From an optimization exercise on the open Yosys and OpenROAD flow, aimed at small area, a short achievable clock period and few clock cycles per item; shortcuts taken in it are not production practice. The RTL was checked by simulation tests, not by an equivalence proof against the original design.

run a:
==> flow/design.v (excerpt) <==
module weighted_random_neighbor_pick (
  input  wire logic                              clk,
  input  wire logic                              rst,
  input  wire logic                              in_valid,
  output logic                                   in_ready,
  input  wire logic                              mode,
  input  wire logic [4:0]                        entry_index,
  input  wire logic                              entry_nonempty,
  input  wire logic [15:0]                       entry_distance,
  input  wire logic [15:0]                       entry_active,
  input  wire logic                              entry_target_valid,
  input  wire logic [wrnp_pkg::SITE_W-1:0]       start_site,
  input  wire logic                              at_node,
  input  wire logic                              uniform_weights,
  input  wire logic [wrnp_pkg::RV_W-1:0]         random_value,
  output logic                                   out_valid,
  input  wire logic                              out_ready,
  output logic      [wrnp_pkg::SITE_W-1:0]       next_site,
  output logic                                   moved,
  input  wire logic                              cfg_we,
  input  wire logic [wrnp_pkg::CFG_W-1:0]        cfg_wdata
);
For scale: ~3900 cells after synthesis, ~370 flip-flops, about 110 I/O pins, about 0.028 mm² of cells after synthesis.
clock: 11.0 ns
lec_check: 0
abc_area: 1
cap_margin: 10
core_margin: 2
core_utilization: 55
cts_buf_list: sky130_fd_sc_hd__clkbuf_4
place_density: 0.7
setup_slack_margin: 5
slew_margin: 10
standard.sh (not shown) runs the stock make flow with config.mk's settings and CLKGATE_MAP_FILE= SYNTH_SCRIPT=/design/flow/synth_recipe.tcl, a recipe that flattens the netlist after the stock synthesis.
==> flow/flow/run.sh <==
#!/bin/bash
# Layout flow: the standard ORFS flow (standard.sh: same synthesis,
# floorplan, power grid, placement, clock tree and routing, same settings),
# except that the port buffers are the small sky130_fd_sc_hd__buf_2 instead
# of the cell buffer_ports picks by itself. ORFS's own logs stay under
# orfs/logs; the make output goes to logs_own/orfs.log.
set -euo pipefail
mkdir -p logs_own
sed -e 's|"\${@:-finish}"|BUFFER_PORTS_ARGS="-buffer_cell sky130_fd_sc_hd__buf_2" "${@:-finish}"|' \
  standard.sh > logs_own/own_standard.sh
grep -q 'BUFFER_PORTS_ARGS' logs_own/own_standard.sh
bash logs_own/own_standard.sh > logs_own/orfs.log 2>&1
Testbench counts of run a, summed over its fixed seeds: cycles 36,576, items 8,000.
The inputs of run b differ from those of run a as listed below.
--- a/flow/design.v
+++ b/flow/design.v
@@ -390,19 +390,18 @@
     endcase
     slot_side = s;
   endfunction
   logic [3:0]  j_site;
   logic [4:0]  j_nz;          
   logic        j_small;       
   logic [4:0]  rm;            
   logic [21:0] rr;            
   logic [30:0] rq;            
-  logic [19:0] dv;            
   logic [4:0]  nsh;           
   logic [3:0]  cnt;
   logic [7:0]  res_site;
   logic        res_moved;
   logic [2:0]    jn, jn2;
   logic          rm_last;     
   logic          rm_two;      
   logic [2:0]    wj_n;        
   logic [EW-1:0] wj;
@@ -451,19 +450,19 @@
   logic [22:0] a_sum;
   logic [21:0] a_y;
   logic        a_neg;
   logic        a_sub;
   logic [21:0] a_a, a_b;
   assign t4 = {rr[19:0], rq[30:29]};
   always_comb begin
     a_sub = !st[S_T];
     a_a   = st[S_D] ? t4 : rr;
-    a_b   = st[S_D] ? {2'b00, dv} : {2'b00, wq};
+    a_b   = {2'b00, wq};
     a_sum = {1'b0, a_a} + {1'b0, a_sub ? ~a_b : a_b} + 23'(a_sub);
     a_y   = a_sum[21:0];
     a_neg = a_sub && !a_sum[22];
   end
   logic [19:0] div_rem;
   logic [4:0] lz;
   always_comb begin
     lz = 5'd0;
     for (int i = 0; i < 20; i++)
@@ -476,19 +475,19 @@
   end
   logic [1:0] jpad;
   logic [3:0] ncnt;
   always_comb begin
     jpad = {1'b0, lz[0]};
     ncnt = 4'(5'd5 + ((lz + 5'd1) >> 1));
   end
   wrnp_div u_div (
     .t       (t4),
-    .d       (dv),
+    .d       (wq),
     .c1      (a_y),
     .neg1    (a_neg),
     .rem_out (div_rem)
   );
   logic       push;
   logic [7:0] push_site;
   logic       push_moved;
   assign p_fast     = st[S_P] && (rm_last || rm_two);
   assign push       = (st[S_F] || p_fast) && room;
@@ -535,24 +534,24 @@
       if (!s0_mode)
         res_site <= 8'd0;
       else if (s0_sinv)
         res_site <= 8'hFF;
       else
         res_site <= {4'h0, s0_site};
     end else begin
       if (st[S_T]) begin
         rm <= rm & ~(5'd1 << jn);
-        wq <= 20'(wj);
         if (!rm_last) begin
           rr <= a_y;
+          wq <= 20'(wj);
         end else begin
           nsh <= lz;
-          dv  <= sh_out;
+          wq  <= sh_out;
           cnt <= ncnt;
           case (jpad)
             2'd1:    begin rr <= 22'(rq[30:13]); rq <= {rq[12:0], 18'd0}; end
             2'd2:    begin rr <= 22'(rq[30:14]); rq <= {rq[13:0], 17'd0}; end
             default: begin rr <= 22'(rq[30:12]); rq <= {rq[11:0], 19'd0}; end
           endcase
         end
       end
       if (st[S_D]) begin
Findings:
- Comparing run b and run a, the lower synthesized net count was measured on run b.
- Looking at top layer used by detailed routing, the met5 result is from run a; the met4 one comes from run b.
- In run b the share of the clock period used by the worst path turned out 0.60 points higher than in run a.
- Relative to run a, the share of cell area taken by flip-flops and latches of run b is lower by 0.76 points.
- Summary of run b over run a: transition time at the pin with the least slew margin has increased, global routing usage summed across all routing layers dropped 1.8 points, fmax fell by 1.1%.
- Diff run a -> run b: final routed wirelength across all metal layers decreased 8400 µm; number of cells upsized or downsized after cts higher; final area fell about 4%.
- Run b ends up with higher data required time of the critical path than run a does.
Testbench counts of run b, summed over its fixed seeds: cycles 36,576, items 8,000.

==> what the ideal ports hide <==
Ports are ideal in the flow. The routed layouts listed here were re-timed in OpenROAD. Step 1 (the two cells are an assumption about what drives the block):
set clk [get_ports {clk}]
set_driving_cell -lib_cell sky130_fd_sc_hd__clkbuf_16 $clk
set_driving_cell -lib_cell sky130_fd_sc_hd__buf_2 [delete_from_list [all_inputs] $clk]
Step 2 times the ports against the registers' clock, not the clock port: input delays grow and output delays shrink by t, the midpoint of the rising clock arrivals with the driver on. Slacks: ideal / step 1 / step 2; pairs: ideal / step 1.
| run | shift t [ns] | slack for setup (ns) | worst setup path after step 2 |
|---|---|---|---|
| run a | 0.907 | 5.299 / 5.255 / 5.299 | register to register |
| run b | 0.885 | 5.233 / 5.233 / 5.233 | register to register |
After both steps every run listed still meets setup and hold.
